This design comes from an exercise in tuning for small area on the open sky130 flow, not from production work. In this exercise RTL edits were held to simulation tests only and were not proved equivalent to the original. Power is estimated from default activity; no workload was simulated.

Design omok_top, start of the top module:
module omok_top (
    input  logic         clk,
    input  logic         rst,
    input  logic         btn_left,
    input  logic         btn_right,
    input  logic         btn_up,
    input  logic         btn_down,
    input  logic         put,
    output logic [6:0]   cursor_pos,
    output logic [199:0] board,
    output logic [6:0]   move_count,
    output logic         black_win,
    output logic         white_win
);
    logic [3:0]  row, col;
    logic        left_prev, right_prev, up_prev, down_prev, put_prev;
    logic        forbidden;
    logic        win_pend;       
    logic [99:0] occ, wb;
    assign cursor_pos = {row, 3'b000} + {2'b00, row, 1'b0} + {3'b000, col};
    always_comb begin
        for (int i = 0; i < 100; i++) begin
            board[2*i+1] = occ[i];
            board[2*i]   = wb[i];
        end
    end
    logic w;                     
    assign w = move_count[0];
    logic [9:0] rs, cs;          
    always_comb begin
        for (int k = 0; k < 10; k++) begin
            rs[k] = row == 4'(k);
            cs[k] = col == 4'(k);
        end
    end
    logic [99:0] own;
    assign own = occ & ~(wb ^ {100{w}});
    logic [9:0] H, OH, V, OV, D, A;
    logic [4:0] dd, ss;
    assign dd = 5'(col) - 5'(row);
    assign ss = 5'(col) + 5'(row);
    logic [10:0] asel;
    always_comb begin
        asel = '0;
        for (int r = 0; r < 10; r++)
            for (int c = 0; c < 10; c++)
                if (c + r >= 4 && c + r <= 14) asel[c+r-4] = asel[c+r-4] | (rs[r] & cs[c]);
    end
    always_comb begin
        H = '0; OH = '0; V = '0; OV = '0; D = '0; A = '0;
        for (int r = 0; r < 10; r++) begin
            for (int j = 0; j < 10; j++) begin
                H[j]  = H[j]  | (rs[r] & own[r*10+j]);
                OH[j] = OH[j] | (rs[r] & occ[r*10+j]);
                V[j]  = V[j]  | (cs[r] & own[j*10+r]);
  ...
==> flow/config.mk <==
export PLATFORM = sky130hd
export DESIGN_NAME = omok_top
export DESIGN_NICKNAME = omok_top
export VERILOG_FILES = /design/flow/design.v
export SDC_FILE = /design/flow/constraint.sdc
export NUM_CORES = 4
export LEC_CHECK = 0
export CAP_MARGIN = 20
export CORE_MARGIN = 2
export CORE_UTILIZATION = 52
export PLACE_DENSITY = 0.68
export SLEW_MARGIN = 20
==> flow/constraint.sdc <==
create_clock -name core_clock -period 18.0 [get_ports {clk}]
set_input_delay 3.6000 -clock core_clock [delete_from_list [all_inputs] [get_ports {clk}]]
set_output_delay 3.6000 -clock core_clock [all_outputs]
set_load 0.01 [all_outputs]
standard.sh (not shown) runs the stock make flow with config.mk's settings and CLKGATE_MAP_FILE= SYNTH_SCRIPT=/design/flow/synth_recipe.tcl, a recipe that flattens the netlist after the stock synthesis.
==> flow/flow/run.sh <==
#!/bin/bash
# Standard ORFS layout (standard synthesis unchanged) with buf_1 port buffers
# and a clock tree of clkbuf_4 without dummy loads. make's full output goes to layout.log;
# each ORFS step also keeps its own log under orfs/logs.
set -euo pipefail
CTS="-sink_clustering_enable -repair_clock_nets -dont_use_dummy_load"
CTS="$CTS -buf_list sky130_fd_sc_hd__clkbuf_4 -sink_clustering_size 10 -sink_clustering_max_diameter 40"
bash standard.sh \
  "BUFFER_PORTS_ARGS=-buffer_cell sky130_fd_sc_hd__buf_1" \
  "CTS_ARGS=$CTS" \
  finish > layout.log 2>&1
The starting point finished clean.
Next try:
==> flow/flow/run.sh (replaced) <==
#!/bin/bash
# Standard ORFS layout (standard synthesis unchanged) with buf_1 port buffers
# and a clock tree of clkbuf_8 without dummy loads. make's full output goes to layout.log;
# each ORFS step also keeps its own log under orfs/logs.
set -euo pipefail
CTS="-sink_clustering_enable -repair_clock_nets -dont_use_dummy_load"
CTS="$CTS -buf_list sky130_fd_sc_hd__clkbuf_8 -sink_clustering_size 15 -sink_clustering_max_diameter 50"
bash standard.sh \
  "BUFFER_PORTS_ARGS=-buffer_cell sky130_fd_sc_hd__buf_1" \
  "CTS_ARGS=$CTS" \
  finish > layout.log 2>&1
CORE_UTILIZATION = 56   (was 52)
PLACE_DENSITY = 0.72   (was 0.68)
The changed run completed with no timing, DRC or antenna violations; worst setup slack gets worse by 0.034 ns; area after synthesis stays the same; power goes up by 4.5%.
Next try:
==> flow/flow/run.sh (replaced) <==
#!/bin/bash
# Standard ORFS layout (standard synthesis unchanged) with buf_1 port buffers
# and a clock tree of clkbuf_4 without dummy loads. make's full output goes to layout.log;
# each ORFS step also keeps its own log under orfs/logs.
set -euo pipefail
CTS="-sink_clustering_enable -repair_clock_nets -dont_use_dummy_load"
CTS="$CTS -buf_list sky130_fd_sc_hd__clkbuf_4 -sink_clustering_size 10 -sink_clustering_max_diameter 40"
bash standard.sh \
  "BUFFER_PORTS_ARGS=-buffer_cell sky130_fd_sc_hd__buf_1" \
  "CTS_ARGS=$CTS" \
  finish > layout.log 2>&1
CORE_UTILIZATION = 45   (was 56)
PLACE_DENSITY = 0.6   (was 0.72)
Area after synthesis is unchanged.
Total power went down by 3.0%.
Utilization goes down by 13 points.
Via count falls by 4.4%.
Flip-flop and latch count stays the same.
Synthesized cell count does not change.
Setup slack is worse by 0.090 ns.
Clock power drops by 7.2%.
Maximum frequency goes down by 1.3%.
Register-to-register slack gets better by 0.76 ns.
Next try:
CORE_UTILIZATION = 50   (was 45)
PLACE_DENSITY = 0.65   (was 0.6)
Outcome: The new run went through all stages and came out clean. Die area decreases by roughly a tenth. Area after synthesis does not change. Worst setup slack loses 0.39 ns. Final area decreases slightly. Global-route usage increases by 3.9 points. Non-clock buffer count decreases by 6. Power decreases slightly.

========
The RTL this note starts from:
==> flow/design.v <==
package omok_board_pkg;
    localparam int board_dim  = 10;
    localparam int cell_count = board_dim * board_dim;
    typedef logic [6:0] pos_t;
    localparam pos_t cursor_home = 7'd44;
    localparam logic [1:0] cell_empty = 2'b00;
    localparam logic [1:0] cell_black = 2'b10;
    localparam logic [1:0] cell_white = 2'b11;
    typedef struct packed {
        logic occupied;
        logic white;
    } cell_bits_t;
    typedef union packed {
        logic [1:0] code;
        cell_bits_t bits;
    } cell_t;
    typedef logic [2*cell_count-1:0] board_t;  
endpackage
package omok_rules_pkg;
    localparam int win_len = 5;
    localparam int arm_len        = 3;
    localparam int forbidden_arms = 2;
    localparam int check_lo = 3;
    localparam int check_hi = 6;
endpackage
module omok_top (
    input  logic         clk,
    input  logic         rst,
    input  logic         btn_left,
    input  logic         btn_right,
    input  logic         btn_up,
    input  logic         btn_down,
    input  logic         put,
    output logic [6:0]   cursor_pos,
    output logic [199:0] board,
    output logic [6:0]   move_count,
    output logic         black_win,
    output logic         white_win
);
    logic [3:0]  row, col;
    logic        left_prev, right_prev, up_prev, down_prev, put_prev;
    logic        forbidden;
    logic        win_pend;       
    logic [99:0] occ, wb;
    assign cursor_pos = {row, 3'b000} + {2'b00, row, 1'b0} + {3'b000, col};
    always_comb begin
        for (int i = 0; i < 100; i++) begin
            board[2*i+1] = occ[i];
            board[2*i]   = wb[i];
        end
    end
    logic w;                     
    assign w = move_count[0];
    logic [9:0] rs, cs;          
    always_comb begin
        for (int k = 0; k < 10; k++) begin
            rs[k] = row == 4'(k);
            cs[k] = col == 4'(k);
        end
    end
    logic [99:0] own;
    assign own = occ & ~(wb ^ {100{w}});
    logic [9:0] H, OH, V, OV, D, A;
    logic [4:0] dd, ss;
    assign dd = 5'(col) - 5'(row);
    assign ss = 5'(col) + 5'(row);
    logic [10:0] asel;
    always_comb begin
        asel = '0;
        for (int r = 0; r < 10; r++)
            for (int c = 0; c < 10; c++)
                if (c + r >= 4 && c + r <= 14) asel[c+r-4] = asel[c+r-4] | (rs[r] & cs[c]);
    end
    always_comb begin
        H = '0; OH = '0; V = '0; OV = '0; D = '0; A = '0;
        for (int r = 0; r < 10; r++) begin
            for (int j = 0; j < 10; j++) begin
                H[j]  = H[j]  | (rs[r] & own[r*10+j]);
                OH[j] = OH[j] | (rs[r] & occ[r*10+j]);
                V[j]  = V[j]  | (cs[r] & own[j*10+r]);
                if (r >= 3 && r <= 6)
                    OV[j] = OV[j] | (cs[r] & occ[j*10+r]);
            end
        end
        for (int d = -5; d <= 5; d++) begin
            for (int j = 0; j < 10; j++) begin
                if (j + d >= 0 && j + d <= 9)
                    D[j] = D[j] | ((dd == 5'(d)) & own[j*10+j+d]);
            end
        end
        for (int s = 4; s <= 14; s++) begin
            for (int j = 0; j < 10; j++) begin
                if (s - j >= 0 && s - j <= 9)
                    A[j] = A[j] | (asel[s-4] & own[(s-j)*10+j]);
            end
        end
    end
    function automatic logic five(logic [9:0] l);
        five = 1'b0;
        for (int s = 0; s <= 5; s++) five = five | (&l[s+:5]);
    endfunction
    logic win_hit;
    assign win_hit = five(H | cs) | five(V | rs) | five(D | rs) | five(A | cs);
    logic arm_r, arm_l, arm_u, arm_d, in_win, forb_next;
    always_comb begin
        arm_r = 1'b0; arm_l = 1'b0; arm_u = 1'b0; arm_d = 1'b0;
        for (int k = 3; k <= 6; k++) begin
            arm_r = arm_r | (cs[k] & H[k+1] & H[k+2] & ~OH[k+3]);
            arm_l = arm_l | (cs[k] & H[k-1] & H[k-2] & ~OH[k-3]);
            arm_d = arm_d | (rs[k] & V[k+1] & V[k+2] & ~OV[k+3]);
            arm_u = arm_u | (rs[k] & V[k-1] & V[k-2] & ~OV[k-3]);
        end
        in_win    = (|rs[6:3]) & (|cs[6:3]);
        forb_next = in_win & (3'(arm_r) + 3'(arm_l) + 3'(arm_u) + 3'(arm_d) == 3'd2);
    end
    logic cell_free, accept;
    assign cell_free = ~|(cs & OH);
    assign accept    = put & ~put_prev & cell_free & ~forbidden & ~black_win & ~white_win;
    logic [9:0]  ra, raw;
    logic [99:0] occ_n, wb_n;
    assign ra  = rs & {10{accept}};
    assign raw = ra & {10{w}};
    always_comb begin
        for (int r = 0; r < 10; r++) begin
            for (int c = 0; c < 10; c++) begin
                occ_n[r*10+c] = occ[r*10+c] | (ra[r] & cs[c]);
                wb_n[r*10+c]  = wb[r*10+c]  | (raw[r] & cs[c]);
            end
        end
    end
    function automatic logic [3:0] inc9(logic [3:0] v);
        logic [3:0] r;
        r[0] = ~v[0];
        r[1] = v[1] ^ v[0];
        r[2] = v[2] ^ (v[1] & v[0]);
        r[3] = v[3] ^ (v[2] & v[1] & v[0]);
        inc9 = r;
    endfunction
    function automatic logic [3:0] dec9(logic [3:0] v);
        logic [3:0] r;
        r[0] = ~v[0];
        r[1] = v[1] ^ ~v[0];
        r[2] = v[2] ^ (~v[1] & ~v[0]);
        r[3] = v[3] ^ (~v[2] & ~v[1] & ~v[0]);
        dec9 = r;
    endfunction
    logic fire_r, fire_l, fire_u, fire_d;
    assign fire_r = btn_right & ~right_prev;
    assign fire_l = btn_left  & ~left_prev;
    assign fire_u = btn_up    & ~up_prev;
    assign fire_d = btn_down  & ~down_prev;
    always_ff @(posedge clk or posedge rst) begin
        if (rst) begin
            row        <= 4'd4;
            col        <= 4'd4;
            left_prev  <= 1'b0;
            right_prev <= 1'b0;
            up_prev    <= 1'b0;
            down_prev  <= 1'b0;
            put_prev   <= 1'b0;
            forbidden  <= 1'b0;
            win_pend   <= 1'b0;
            black_win  <= 1'b0;
            white_win  <= 1'b0;
            move_count <= 7'd0;
            occ        <= '0;
            wb         <= '0;
        end else begin
            left_prev  <= btn_left;
            right_prev <= btn_right;
            up_prev    <= btn_up;
            down_prev  <= btn_down;
            put_prev   <= put;
            if (fire_r && col != 4'd9)      col <= inc9(col);
            else if (fire_l && col != 4'd0) col <= dec9(col);
            else if (fire_u && row != 4'd0) row <= dec9(row);
            else if (fire_d && row != 4'd9) row <= inc9(row);
            forbidden  <= forb_next;
            win_pend   <= accept & win_hit;
            if (win_pend) begin
                if (move_count[0]) black_win <= 1'b1;
                else               white_win <= 1'b1;
            end
            if (accept) move_count <= move_count + 7'd1;
            occ <= occ_n;
            wb  <= wb_n;
        end
    end
endmodule
clock: 18.0 ns
lec_check: 0
cap_margin: 20
core_margin: 2
core_utilization: 52
place_density: 0.68
slew_margin: 20
==> flow/flow/run.sh <==
#!/bin/bash
# Standard ORFS layout (standard synthesis unchanged) with buf_1 port buffers,
# synthesis buffers removed before a wirelength-driven global placement, and a
# clock tree of clkbuf_4 without dummy loads. make's full output goes to layout.log;
# each ORFS step also keeps its own log under orfs/logs.
set -euo pipefail
CTS="-sink_clustering_enable -repair_clock_nets -dont_use_dummy_load"
CTS="$CTS -buf_list sky130_fd_sc_hd__clkbuf_4 -sink_clustering_size 10 -sink_clustering_max_diameter 40"
bash standard.sh \
  "BUFFER_PORTS_ARGS=-buffer_cell sky130_fd_sc_hd__buf_1" \
  "CTS_ARGS=$CTS" \
  GPL_TIMING_DRIVEN=0 \
  "PRE_GLOBAL_PLACE_TCL=$PWD/flow/pre_global_place.tcl" \
  finish > layout.log 2>&1
==> flow/flow/pre_global_place.tcl <==
remove_buffers
The first run produced a clean layout.
Edit:
==> flow/flow/run.sh (replaced) <==
#!/bin/bash
# Standard ORFS layout (standard synthesis unchanged) with buf_1 port buffers
# and a clock tree of clkbuf_4 without dummy loads. make's full output goes to layout.log;
# each ORFS step also keeps its own log under orfs/logs.
set -euo pipefail
CTS="-sink_clustering_enable -repair_clock_nets -dont_use_dummy_load"
CTS="$CTS -buf_list sky130_fd_sc_hd__clkbuf_4 -sink_clustering_size 10 -sink_clustering_max_diameter 40"
bash standard.sh \
  "BUFFER_PORTS_ARGS=-buffer_cell sky130_fd_sc_hd__buf_1" \
  "CTS_ARGS=$CTS" \
  finish > layout.log 2>&1
--- a/flow/config.mk
+++ b/flow/config.mk
@@ -9,4 +9,4 @@
 export CORE_MARGIN = 2
-export CORE_UTILIZATION = 52
-export PLACE_DENSITY = 0.68
+export CORE_UTILIZATION = 45
+export PLACE_DENSITY = 0.6
 export SLEW_MARGIN = 20
removed: flow/flow/pre_global_place.tcl
Outcome: The changed run ran to the end with no violations. Final cell count went up by a few percent. Cell area is lower slightly. Flip-flop and latch count does not change. Register-to-register slack improves by 300 ps. Sequential power increases slightly. Total power stays flat. Via count barely changes. Global-route usage falls by 4.2 points. Wire length increases by a few percent.

[what the ideal ports hide]
The flow's constraints put no driver on any port. The routed layouts listed below were extracted and timed again, unchanged, in two steps. Step 1 (the two cells are an assumption about what drives the block):
set clk [get_ports {clk}]
set_driving_cell -lib_cell sky130_fd_sc_hd__clkbuf_16 $clk
set_driving_cell -lib_cell sky130_fd_sc_hd__buf_2 [delete_from_list [all_inputs] $clk]
Step 2 also shifts input and output timing later by t, the mid clock arrival at the registers, as if the neighbouring blocks saw the same clock. Three values: ideal, step 1, step 2; two values: the first two.
| run | shift t [ns] | setup WS [ns] | worst hold slack (ns) |
|---|---|---|---|
| the first run of note 1 | 0.679 | 11.248 / 11.197 / 11.876 | 0.477 / 0.477 / 0.477 |
| the second run of note 1 | 0.604 | 11.214 / 11.166 / 11.372 | 0.481 / 0.481 / 0.481 |
| the third run of note 1 | 0.672 | 11.124 / 11.070 / 11.742 | 0.479 / 0.479 / 0.479 |
| the fourth run of note 1 | 0.792 | 10.738 / 10.684 / 11.397 | 0.499 / 0.499 / 0.499 |
| the first run of note 2 | 0.719 | 10.908 / 10.857 / 11.576 | 0.481 / 0.481 / 0.481 |
| the second run of note 2 | 0.719 | 11.035 / 10.985 / 11.703 | 0.479 / 0.479 / 0.479 |
After both steps setup and hold are still met in every run listed.
